From an optimization exercise on the open Yosys and OpenROAD flow, aimed at small area and a short achievable clock period; shortcuts taken in it are not production practice.
Only simulation tests tie the RTL to the original design; equivalence was not proved.

==> run a: inputs <==
==> flow/design.v <==
package cpu_pkg;
    typedef logic [31:0] word_t;      
    typedef logic [4:0]  reg_addr_t;  
    typedef logic [31:0] inst_t;      
    typedef struct packed {
        logic      wr_en;     
        reg_addr_t wr_addr;
        logic      a_reg;     
        logic      a_sa;      
        logic      b_reg;     
        logic      b_lo;      
        logic      b_hi;      
        logic [3:0] tt;       
        logic      shift;     
        logic      left;      
        logic      arith;     
    } dec_t;
    typedef struct packed {
        logic      wr_en;
        reg_addr_t wr_addr;
        logic [3:0] tt;
        logic      shift;
        logic      left;
        logic      arith;
        logic      fwd_a;     
        logic      fwd_b;     
        word_t     a;
        word_t     b;
    } id_ex_t;
    typedef struct packed {
        logic      wr_en;
        reg_addr_t wr_addr;
        word_t     data;
    } wb_t;
endpackage
`timescale 1ns/1ps
module inst_decoder
(
    input  cpu_pkg::inst_t i_inst,
    output cpu_pkg::dec_t  o_dec
);
    logic [5:0] op;
    logic [5:0] fn;
    assign op = i_inst[31:26];
    assign fn = i_inst[5:0];
    logic special;
    logic is_rlog;   
    logic is_shf;    
    logic is_shv;    
    logic is_ilog;   
    logic is_lui;
    always_comb
    begin
        special = (op == 6'b000000);
        is_rlog = special && (fn[5:2] == 4'b1001);
        is_shf  = special && (fn[5:2] == 4'b0000) && (fn[1:0] != 2'b01);
        is_shv  = special && (fn[5:2] == 4'b0001) && (fn[1:0] != 2'b01);
        is_ilog = (op[5:2] == 4'b0011) && (op[1:0] != 2'b11);
        is_lui  = (op == 6'b001111);
        o_dec.wr_addr = special ? i_inst[15:11] : i_inst[20:16];
        o_dec.wr_en   = (is_rlog || is_shf || is_shv || is_ilog || is_lui) && (o_dec.wr_addr != 5'd0);
        o_dec.a_reg = !is_shf;
        o_dec.a_sa  = is_shf;
        o_dec.b_reg = special;
        o_dec.b_hi  = !special && (op[1:0] == 2'b11);
        o_dec.b_lo  = !special && (op[1:0] != 2'b11);
        case (special ? fn[1:0] : op[1:0])
            2'b00:   o_dec.tt = 4'b1000;  
            2'b01:   o_dec.tt = 4'b1110;  
            2'b10:   o_dec.tt = 4'b0110;  
            default: o_dec.tt = special ? 4'b0001 : 4'b1010;  
        endcase
        o_dec.shift = special && !fn[5];
        o_dec.left  = !fn[1];
        o_dec.arith = fn[0];
    end
endmodule
`timescale 1ns/1ps
module id_stage
(
    input  logic               clk,
    input  logic               rst,
    input  cpu_pkg::inst_t     i_inst,
    output logic [31:1]        o_sel_a,
    output logic [31:1]        o_sel_b,
    output cpu_pkg::word_t     o_xa,
    output cpu_pkg::word_t     o_xb,
    input  cpu_pkg::word_t     i_a,        
    input  cpu_pkg::word_t     i_b,
    output cpu_pkg::id_ex_t    o_id_ex
);
    cpu_pkg::dec_t dec;
    logic [4:0]    rs;
    logic [4:0]    rt;
    logic [15:0]   imm;
    logic [4:0]    sa;
    inst_decoder u_dec
    (
        .i_inst (i_inst),
        .o_dec  (dec)
    );
    assign rs  = i_inst[25:21];
    assign rt  = i_inst[20:16];
    assign sa  = i_inst[10:6];
    assign imm = i_inst[15:0];
    always_comb
    begin
        for (int i = 1; i < 32; i++)
        begin
            o_sel_a[i] = dec.a_reg && (rs == 5'(i));
            o_sel_b[i] = dec.b_reg && (rt == 5'(i));
        end
        o_xa = {27'b0, sa & {5{dec.a_sa}}};
        o_xb = {16'b0, imm & {16{dec.b_lo}}}
             | {imm & {16{dec.b_hi}}, 16'b0};
    end
    always_ff @(posedge clk)
    begin
        o_id_ex.a       <= i_a;
        o_id_ex.b       <= i_b;
        o_id_ex.fwd_a   <= dec.a_reg && o_id_ex.wr_en && (o_id_ex.wr_addr == rs);
        o_id_ex.fwd_b   <= dec.b_reg && o_id_ex.wr_en && (o_id_ex.wr_addr == rt);
        o_id_ex.wr_addr <= dec.wr_addr;
        o_id_ex.tt      <= dec.tt;
        o_id_ex.shift   <= dec.shift;
        o_id_ex.left    <= dec.left;
        o_id_ex.arith   <= dec.arith;
        if (rst)
            o_id_ex.wr_en <= 1'b0;
        else
            o_id_ex.wr_en <= dec.wr_en;
    end
endmodule
`timescale 1ns/1ps
module ex_stage
(
    input  logic            clk,
    input  logic            rst,
    input  cpu_pkg::id_ex_t i_id_ex,
    output cpu_pkg::wb_t    o_ex,      
    output cpu_pkg::wb_t    o_mem      
);
    cpu_pkg::word_t a;
    cpu_pkg::word_t b;
    cpu_pkg::word_t lres;
    cpu_pkg::word_t sres;
    cpu_pkg::word_t result;
    logic [4:0]     amt;
    logic [62:0]    w;
    logic [46:0]    w4;
    logic [38:0]    w3;
    logic [34:0]    w2;
    logic [32:0]    w1;
    logic           fill;
    assign a = i_id_ex.fwd_a ? o_mem.data : i_id_ex.a;
    assign b = i_id_ex.fwd_b ? o_mem.data : i_id_ex.b;
    always_comb
        for (int i = 0; i < 32; i++)
            lres[i] = i_id_ex.tt[{a[i], b[i]}];
    assign fill = i_id_ex.arith & b[31];
    assign amt  = a[4:0] ^ {5{i_id_ex.left}};
    assign w    = i_id_ex.left ? {b, 31'b0} : {{31{fill}}, b};
    assign w4   = amt[4] ? w[62:16] : w[46:0];
    assign w3   = amt[3] ? w4[46:8] : w4[38:0];
    assign w2   = amt[2] ? w3[38:4] : w3[34:0];
    assign w1   = amt[1] ? w2[34:2] : w2[32:0];
    assign sres = amt[0] ? w1[32:1] : w1[31:0];
    assign result = i_id_ex.shift ? sres : lres;
    always_comb
    begin
        o_ex.wr_en   = i_id_ex.wr_en;
        o_ex.wr_addr = i_id_ex.wr_addr;
        o_ex.data    = result;
    end
    always_ff @(posedge clk)
    begin
        o_mem.wr_addr <= i_id_ex.wr_addr;
        o_mem.data    <= result;
        if (rst)
            o_mem.wr_en <= 1'b0;
        else
            o_mem.wr_en <= i_id_ex.wr_en;
    end
endmodule
`timescale 1ns/1ps
module regfile
(
    input  logic           clk,
    input  logic           rst,
    input  logic [31:1]    i_sel_a,    
    input  logic [31:1]    i_sel_b,    
    input  cpu_pkg::word_t i_xa,       
    input  cpu_pkg::word_t i_xb,       
    output cpu_pkg::word_t o_a,
    output cpu_pkg::word_t o_b,
    input  cpu_pkg::wb_t   i_wr        
);
    cpu_pkg::word_t regs [1:31];
    cpu_pkg::word_t wd;
    logic [31:1]    we;
    always_comb
    begin
        wd = i_wr.data & {32{~rst}};
        for (int i = 1; i < 32; i++)
            we[i] = rst || (i_wr.wr_en && (i_wr.wr_addr == 5'(i)));
    end
    always_ff @(posedge clk)
    begin
        for (int i = 1; i < 32; i++)
            if (we[i])
                regs[i] <= wd;
    end
    always_comb
    begin
        o_a = i_xa;
        o_b = i_xb;
        for (int i = 1; i < 32; i++)
        begin
            o_a = o_a | (regs[i] & {32{i_sel_a[i]}});
            o_b = o_b | (regs[i] & {32{i_sel_b[i]}});
        end
    end
endmodule
`timescale 1ns/1ps
module cpu_core
(
    input  logic  clk,
    input  logic  rst,
    input  cpu_pkg::inst_t       i_inst,     
    output logic        o_wr_en,    
    output logic [4:0]  o_wr_addr,
    output logic [31:0] o_wr_data
);
    cpu_pkg::wb_t       o_wb;
    assign o_wr_en   = o_wb.wr_en;
    assign o_wr_addr = o_wb.wr_addr;
    assign o_wr_data = o_wb.data;
    logic [31:1]        sel_a;
    logic [31:1]        sel_b;
    cpu_pkg::word_t     xa;
    cpu_pkg::word_t     xb;
    cpu_pkg::word_t     a;
    cpu_pkg::word_t     b;
    cpu_pkg::wb_t       ex;
    cpu_pkg::id_ex_t    id_ex;
    id_stage u_id
    (
        .clk      (clk),
        .rst      (rst),
        .i_inst   (i_inst),
        .o_sel_a  (sel_a),
        .o_sel_b  (sel_b),
        .o_xa     (xa),
        .o_xb     (xb),
        .i_a      (a),
        .i_b      (b),
        .o_id_ex  (id_ex)
    );
    ex_stage u_ex
    (
        .clk      (clk),
        .rst      (rst),
        .i_id_ex  (id_ex),
        .o_ex     (ex),
        .o_mem    (o_wb)
    );
    regfile u_rf
    (
        .clk     (clk),
        .rst     (rst),
        .i_sel_a (sel_a),
        .i_sel_b (sel_b),
        .i_xa    (xa),
        .i_xb    (xb),
        .o_a     (a),
        .o_b     (b),
        .i_wr    (ex)
    );
endmodule
==> flow/run.sh <==
#!/bin/bash
# synth_recipe.tcl (not shown) runs the flow's synth.tcl, then flattens the netlist and writes it again
# the make line also repeats each setting of config.mk as NAME=value (left out here)
make -C /OpenROAD-flow-scripts/flow DESIGN_CONFIG=/design/flow/config.mk WORK_HOME=/design/flow/orfs CLKGATE_MAP_FILE= SYNTH_SCRIPT=/design/flow/synth_recipe.tcl finish
==> flow/config.mk <==
export PLATFORM = sky130hd
export DESIGN_NAME = cpu_core
export DESIGN_NICKNAME = cpu_core
export VERILOG_FILES = /design/flow/design.v
export SDC_FILE = /design/flow/constraint.sdc
export NUM_CORES = 4
export LEC_CHECK = 0
export CAP_MARGIN = 20
export CORE_MARGIN = 2
export CORE_UTILIZATION = 45
export SETUP_SLACK_MARGIN = 2.0
export SLEW_MARGIN = 20
==> flow/constraint.sdc <==
create_clock -name core_clock -period 5.0 [get_ports {clk}]
set_input_delay 1.0000 -clock core_clock [delete_from_list [all_inputs] [get_ports {clk}]]
set_output_delay 1.0000 -clock core_clock [all_outputs]
set_load 0.01 [all_outputs]
==> run b (differences from run a) <==
--- a/flow/design.v
+++ b/flow/design.v
@@ -23,6 +23,4 @@
         logic      left;
         logic      arith;
-        logic      fwd_a;     
-        logic      fwd_b;     
         word_t     a;
         word_t     b;
@@ -88,4 +86,5 @@
     input  cpu_pkg::word_t     i_a,        
     input  cpu_pkg::word_t     i_b,
+    input  cpu_pkg::wb_t       i_ex_fwd,   
     output cpu_pkg::id_ex_t    o_id_ex
 );
@@ -95,4 +94,6 @@
     logic [15:0]   imm;
     logic [4:0]    sa;
+    logic          hit_a;
+    logic          hit_b;
     inst_decoder u_dec
     (
@@ -104,13 +105,17 @@
     assign sa  = i_inst[10:6];
     assign imm = i_inst[15:0];
+    assign hit_a = i_ex_fwd.wr_en && (i_ex_fwd.wr_addr == rs);
+    assign hit_b = i_ex_fwd.wr_en && (i_ex_fwd.wr_addr == rt);
     always_comb
     begin
         for (int i = 1; i < 32; i++)
         begin
-            o_sel_a[i] = dec.a_reg && (rs == 5'(i));
-            o_sel_b[i] = dec.b_reg && (rt == 5'(i));
+            o_sel_a[i] = dec.a_reg && !hit_a && (rs == 5'(i));
+            o_sel_b[i] = dec.b_reg && !hit_b && (rt == 5'(i));
         end
-        o_xa = {27'b0, sa & {5{dec.a_sa}}};
-        o_xb = {16'b0, imm & {16{dec.b_lo}}}
+        o_xa = ({32{dec.a_reg && hit_a}} & i_ex_fwd.data)
+             | {27'b0, sa & {5{dec.a_sa}}};
+        o_xb = ({32{dec.b_reg && hit_b}} & i_ex_fwd.data)
+             | {16'b0, imm & {16{dec.b_lo}}}
              | {imm & {16{dec.b_hi}}, 16'b0};
     end
@@ -119,6 +124,4 @@
         o_id_ex.a       <= i_a;
         o_id_ex.b       <= i_b;
-        o_id_ex.fwd_a   <= dec.a_reg && o_id_ex.wr_en && (o_id_ex.wr_addr == rs);
-        o_id_ex.fwd_b   <= dec.b_reg && o_id_ex.wr_en && (o_id_ex.wr_addr == rt);
         o_id_ex.wr_addr <= dec.wr_addr;
         o_id_ex.tt      <= dec.tt;
@@ -138,5 +141,5 @@
     input  logic            rst,
     input  cpu_pkg::id_ex_t i_id_ex,
-    output cpu_pkg::wb_t    o_ex,      
+    output cpu_pkg::wb_t    o_ex_fwd,  
     output cpu_pkg::wb_t    o_mem      
 );
@@ -148,11 +151,7 @@
     logic [4:0]     amt;
     logic [62:0]    w;
-    logic [46:0]    w4;
-    logic [38:0]    w3;
-    logic [34:0]    w2;
-    logic [32:0]    w1;
     logic           fill;
-    assign a = i_id_ex.fwd_a ? o_mem.data : i_id_ex.a;
-    assign b = i_id_ex.fwd_b ? o_mem.data : i_id_ex.b;
+    assign a = i_id_ex.a;
+    assign b = i_id_ex.b;
     always_comb
         for (int i = 0; i < 32; i++)
@@ -161,15 +160,11 @@
     assign amt  = a[4:0] ^ {5{i_id_ex.left}};
     assign w    = i_id_ex.left ? {b, 31'b0} : {{31{fill}}, b};
-    assign w4   = amt[4] ? w[62:16] : w[46:0];
-    assign w3   = amt[3] ? w4[46:8] : w4[38:0];
-    assign w2   = amt[2] ? w3[38:4] : w3[34:0];
-    assign w1   = amt[1] ? w2[34:2] : w2[32:0];
-    assign sres = amt[0] ? w1[32:1] : w1[31:0];
+    assign sres = 32'(w >> amt);
     assign result = i_id_ex.shift ? sres : lres;
     always_comb
     begin
-        o_ex.wr_en   = i_id_ex.wr_en;
-        o_ex.wr_addr = i_id_ex.wr_addr;
-        o_ex.data    = result;
+        o_ex_fwd.wr_en   = i_id_ex.wr_en;
+        o_ex_fwd.wr_addr = i_id_ex.wr_addr;
+        o_ex_fwd.data    = result;
     end
     always_ff @(posedge clk)
@@ -194,15 +189,12 @@
     output cpu_pkg::word_t o_a,
     output cpu_pkg::word_t o_b,
-    input  cpu_pkg::wb_t   i_wr        
+    input  logic [31:1]    i_we,       
+    input  cpu_pkg::word_t i_wdata
 );
     cpu_pkg::word_t regs [1:31];
     cpu_pkg::word_t wd;
     logic [31:1]    we;
-    always_comb
-    begin
-        wd = i_wr.data & {32{~rst}};
-        for (int i = 1; i < 32; i++)
-            we[i] = rst || (i_wr.wr_en && (i_wr.wr_addr == 5'(i)));
-    end
+    assign wd = i_wdata & {32{~rst}};
+    assign we = i_we | {31{rst}};
     always_ff @(posedge clk)
     begin
@@ -242,6 +234,7 @@
     cpu_pkg::word_t     a;
     cpu_pkg::word_t     b;
-    cpu_pkg::wb_t       ex;
+    cpu_pkg::wb_t       ex_fwd;
     cpu_pkg::id_ex_t    id_ex;
+    logic [31:1]        we;
     id_stage u_id
     (
@@ -255,4 +248,5 @@
         .i_a      (a),
         .i_b      (b),
+        .i_ex_fwd (ex_fwd),
         .o_id_ex  (id_ex)
     );
@@ -262,7 +256,10 @@
         .rst      (rst),
         .i_id_ex  (id_ex),
-        .o_ex     (ex),
+        .o_ex_fwd (ex_fwd),
         .o_mem    (o_wb)
     );
+    always_comb
+        for (int i = 1; i < 32; i++)
+            we[i] = ex_fwd.wr_en && (ex_fwd.wr_addr == 5'(i));
     regfile u_rf
     (
@@ -275,5 +272,6 @@
         .o_a     (a),
         .o_b     (b),
-        .i_wr    (ex)
-    );
-endmodule
+        .i_we    (we),
+        .i_wdata (ex_fwd.data)
+    );
+endmodule
Settings changed: CORE_UTILIZATION 45 to 30, SETUP_SLACK_MARGIN 2.0 to not set.
==> run c (differences from run a) <==
--- a/flow/design.v
+++ b/flow/design.v
@@ -9,5 +9,4 @@
         logic      a_sa;      
         logic      b_reg;     
-        logic      b_lo;      
         logic      b_hi;      
         logic [3:0] tt;       
@@ -64,5 +63,4 @@
         o_dec.b_reg = special;
         o_dec.b_hi  = !special && (op[1:0] == 2'b11);
-        o_dec.b_lo  = !special && (op[1:0] != 2'b11);
         case (special ? fn[1:0] : op[1:0])
             2'b00:   o_dec.tt = 4'b1000;  
@@ -88,4 +86,6 @@
     input  cpu_pkg::word_t     i_a,        
     input  cpu_pkg::word_t     i_b,
+    input  cpu_pkg::wb_t       i_mem,      
+    input  logic [31:1]        i_mem_we,   
     output cpu_pkg::id_ex_t    o_id_ex
 );
@@ -95,4 +95,6 @@
     logic [15:0]   imm;
     logic [4:0]    sa;
+    logic          hit_a;
+    logic          hit_b;
     inst_decoder u_dec
     (
@@ -104,19 +106,32 @@
     assign sa  = i_inst[10:6];
     assign imm = i_inst[15:0];
+    assign hit_a = i_mem.wr_en && (i_mem.wr_addr == rs);
+    assign hit_b = i_mem.wr_en && (i_mem.wr_addr == rt);
     always_comb
     begin
         for (int i = 1; i < 32; i++)
         begin
-            o_sel_a[i] = dec.a_reg && (rs == 5'(i));
-            o_sel_b[i] = dec.b_reg && (rt == 5'(i));
+            o_sel_a[i] = (rs == 5'(i)) && !i_mem_we[i];
+            o_sel_b[i] = (rt == 5'(i)) && !i_mem_we[i];
         end
-        o_xa = {27'b0, sa & {5{dec.a_sa}}};
-        o_xb = {16'b0, imm & {16{dec.b_lo}}}
-             | {imm & {16{dec.b_hi}}, 16'b0};
+        o_xa = {32{hit_a}} & i_mem.data;
+        o_xb = {32{hit_b}} & i_mem.data;
+    end
+    cpu_pkg::word_t a_d;
+    cpu_pkg::word_t b_d;
+    always_comb
+    begin
+        a_d       = i_a;
+        a_d[4:0]  = dec.a_sa ? sa : i_a[4:0];
+        case ({dec.b_reg, dec.b_hi})
+            2'b00:   b_d = {16'b0, imm};
+            2'b01:   b_d = {imm, 16'b0};
+            default: b_d = i_b;
+        endcase
     end
     always_ff @(posedge clk)
     begin
-        o_id_ex.a       <= i_a;
-        o_id_ex.b       <= i_b;
+        o_id_ex.a       <= a_d;
+        o_id_ex.b       <= b_d;
         o_id_ex.fwd_a   <= dec.a_reg && o_id_ex.wr_en && (o_id_ex.wr_addr == rs);
         o_id_ex.fwd_b   <= dec.b_reg && o_id_ex.wr_en && (o_id_ex.wr_addr == rt);
@@ -139,5 +154,6 @@
     input  cpu_pkg::id_ex_t i_id_ex,
     output cpu_pkg::wb_t    o_ex,      
-    output cpu_pkg::wb_t    o_mem      
+    output cpu_pkg::wb_t    o_mem,     
+    output logic [31:1]     o_mem_we   
 );
     cpu_pkg::word_t a;
@@ -181,4 +197,6 @@
         else
             o_mem.wr_en <= i_id_ex.wr_en;
+        for (int i = 1; i < 32; i++)
+            o_mem_we[i] <= !rst && i_id_ex.wr_en && (i_id_ex.wr_addr == 5'(i));
     end
 endmodule
@@ -194,5 +212,6 @@
     output cpu_pkg::word_t o_a,
     output cpu_pkg::word_t o_b,
-    input  cpu_pkg::wb_t   i_wr        
+    input  logic [31:1]    i_we,       
+    input  cpu_pkg::word_t i_wdata
 );
     cpu_pkg::word_t regs [1:31];
@@ -201,7 +220,6 @@
     always_comb
     begin
-        wd = i_wr.data & {32{~rst}};
-        for (int i = 1; i < 32; i++)
-            we[i] = rst || (i_wr.wr_en && (i_wr.wr_addr == 5'(i)));
+        wd = i_wdata & {32{~rst}};
+        we = i_we | {31{rst}};
     end
     always_ff @(posedge clk)
@@ -244,4 +262,5 @@
     cpu_pkg::wb_t       ex;
     cpu_pkg::id_ex_t    id_ex;
+    logic [31:1]        mem_we;
     id_stage u_id
     (
@@ -255,4 +274,6 @@
         .i_a      (a),
         .i_b      (b),
+        .i_mem    (o_wb),
+        .i_mem_we (mem_we),
         .o_id_ex  (id_ex)
     );
@@ -263,5 +284,6 @@
         .i_id_ex  (id_ex),
         .o_ex     (ex),
-        .o_mem    (o_wb)
+        .o_mem    (o_wb),
+        .o_mem_we (mem_we)
     );
     regfile u_rf
@@ -275,5 +297,6 @@
         .o_a     (a),
         .o_b     (b),
-        .i_wr    (ex)
+        .i_we    (mem_we),
+        .i_wdata (o_wb.data)
     );
 endmodule
==> flow/flow/run.sh (new file) <==
#!/bin/bash
# The standard layout, with the resizer free to change a cell's footprint
# when it sizes cells for timing (the platform default keeps footprints).
# Runs in the standard flow's work folder; each step's output goes to a log file here,
# and ORFS's own per-step logs stay under orfs/logs.
set -euo pipefail
bash standard.sh synth > synth.log 2>&1
bash standard.sh MATCH_CELL_FOOTPRINT=0 finish > layout.log 2>&1
==> flow/standard.sh (new file) <==
#!/bin/bash
# synth_recipe.tcl (not shown) runs the flow's synth.tcl, then flattens the netlist and writes it again
# the make line also repeats each setting of config.mk as NAME=value (left out here)
make -C /OpenROAD-flow-scripts/flow DESIGN_CONFIG=/design/flow/config.mk WORK_HOME=/design/flow/orfs CLKGATE_MAP_FILE= SYNTH_SCRIPT=/design/flow/synth_recipe.tcl "${@:-finish}"
Settings changed: CTS_CLUSTER_DIAMETER set to 80, CTS_CLUSTER_SIZE set to 20, SETUP_SLACK_MARGIN 2.0 to 2.5.
removed: flow/run.sh
==> qor summary <==
item                                                                      run a             run c             run b
Sw frac                                                                   29.9%             31.1%             31.2%
Total non-filler cell area in the finished layout                     71000 um2         64500 um2         65300 um2
Post-cts gate resize count                                                  674               417                 0
Top cell by count, worst path                                             buf_4             buf_6                 -
Setup ws final                                                          1560 ps           2290 ps            432 ps
Pre-CTS setup slack                                                      579 ps            477 ps          -26.5 ps
Sequential cell count                                                      1109              1140              1107
Iter 0 DRT Violations                                                     14200             12000             11500
Crit path max fanout                                                          8                 5                 5
Endpoint of the worst hold-timing path                           u_ex.o_mem[34]    u_ex.o_mem[33]  u_id.o_id_ex[44]
Number of diodes added for antenna fixing                                    23                16                17
Achievable clock frequency                                              291 MHz           370 MHz           219 MHz
Seq. cell area                                                        32200 um2         32900 um2         32100 um2
Number of warnings reported in the yosys synthesis log                        5                 5                 6
Run status                                             timing/DRC/antenna clean  timing/DRC/antenna clean  timing/DRC/antenna clean
Detailed Routing Iterations Pass 1                                           17                11                 9
Compound-Gate Fraction of Synth Area                                      20.4%             20.3%             21.2%
Share of synthesized cell area in and, or, nand and nor gates             8.58%             7.44%             8.29%
Sequential fraction of the synthesis area                                 63.8%             64.6%             60.6%
Worst reg2reg path startpoint                                  u_id.o_id_ex[65]  u_id.o_id_ex[65]   u_id.o_id_ex[2]
Transition at the pin with the smallest max-transition slack            1240 ps           1230 ps           1270 ps

==> re-timing with driven ports <==
How much do the figures lean on ideal ports? The routed layouts below were timed once more, with nothing changed but the port constraints.
Step 1 sets driving cells, clkbuf_16 on the clock port and buf_2 on the other inputs (assumed; they add their load-dependent delay and slew).
Step 2 times the ports against the registers' clock, not the clock port: input delays grow and output delays shrink by t, the midpoint of the rising clock arrivals with the driver on.
Slacks: ideal ports / drivers / drivers and shift; pairs: ideal ports / drivers.
| run | t, ns | setup slack, ns | pins driven straight from the clock port |
|---|---|---|---|
| run a | 0.812 | 1.558 / 1.558 / 1.052 | 1 |
| run b | 0.866 | 0.432 / 0.432 / -0.219 | 1 |
| run c | 0.787 | 2.294 / 2.295 / 1.529 | 1 |
With both steps, setup timing fails in run b, where it was met with ideal ports. The setup slack of run c, which loses most, moves by +0.001 ns with the drivers and by -0.765 ns with both steps.
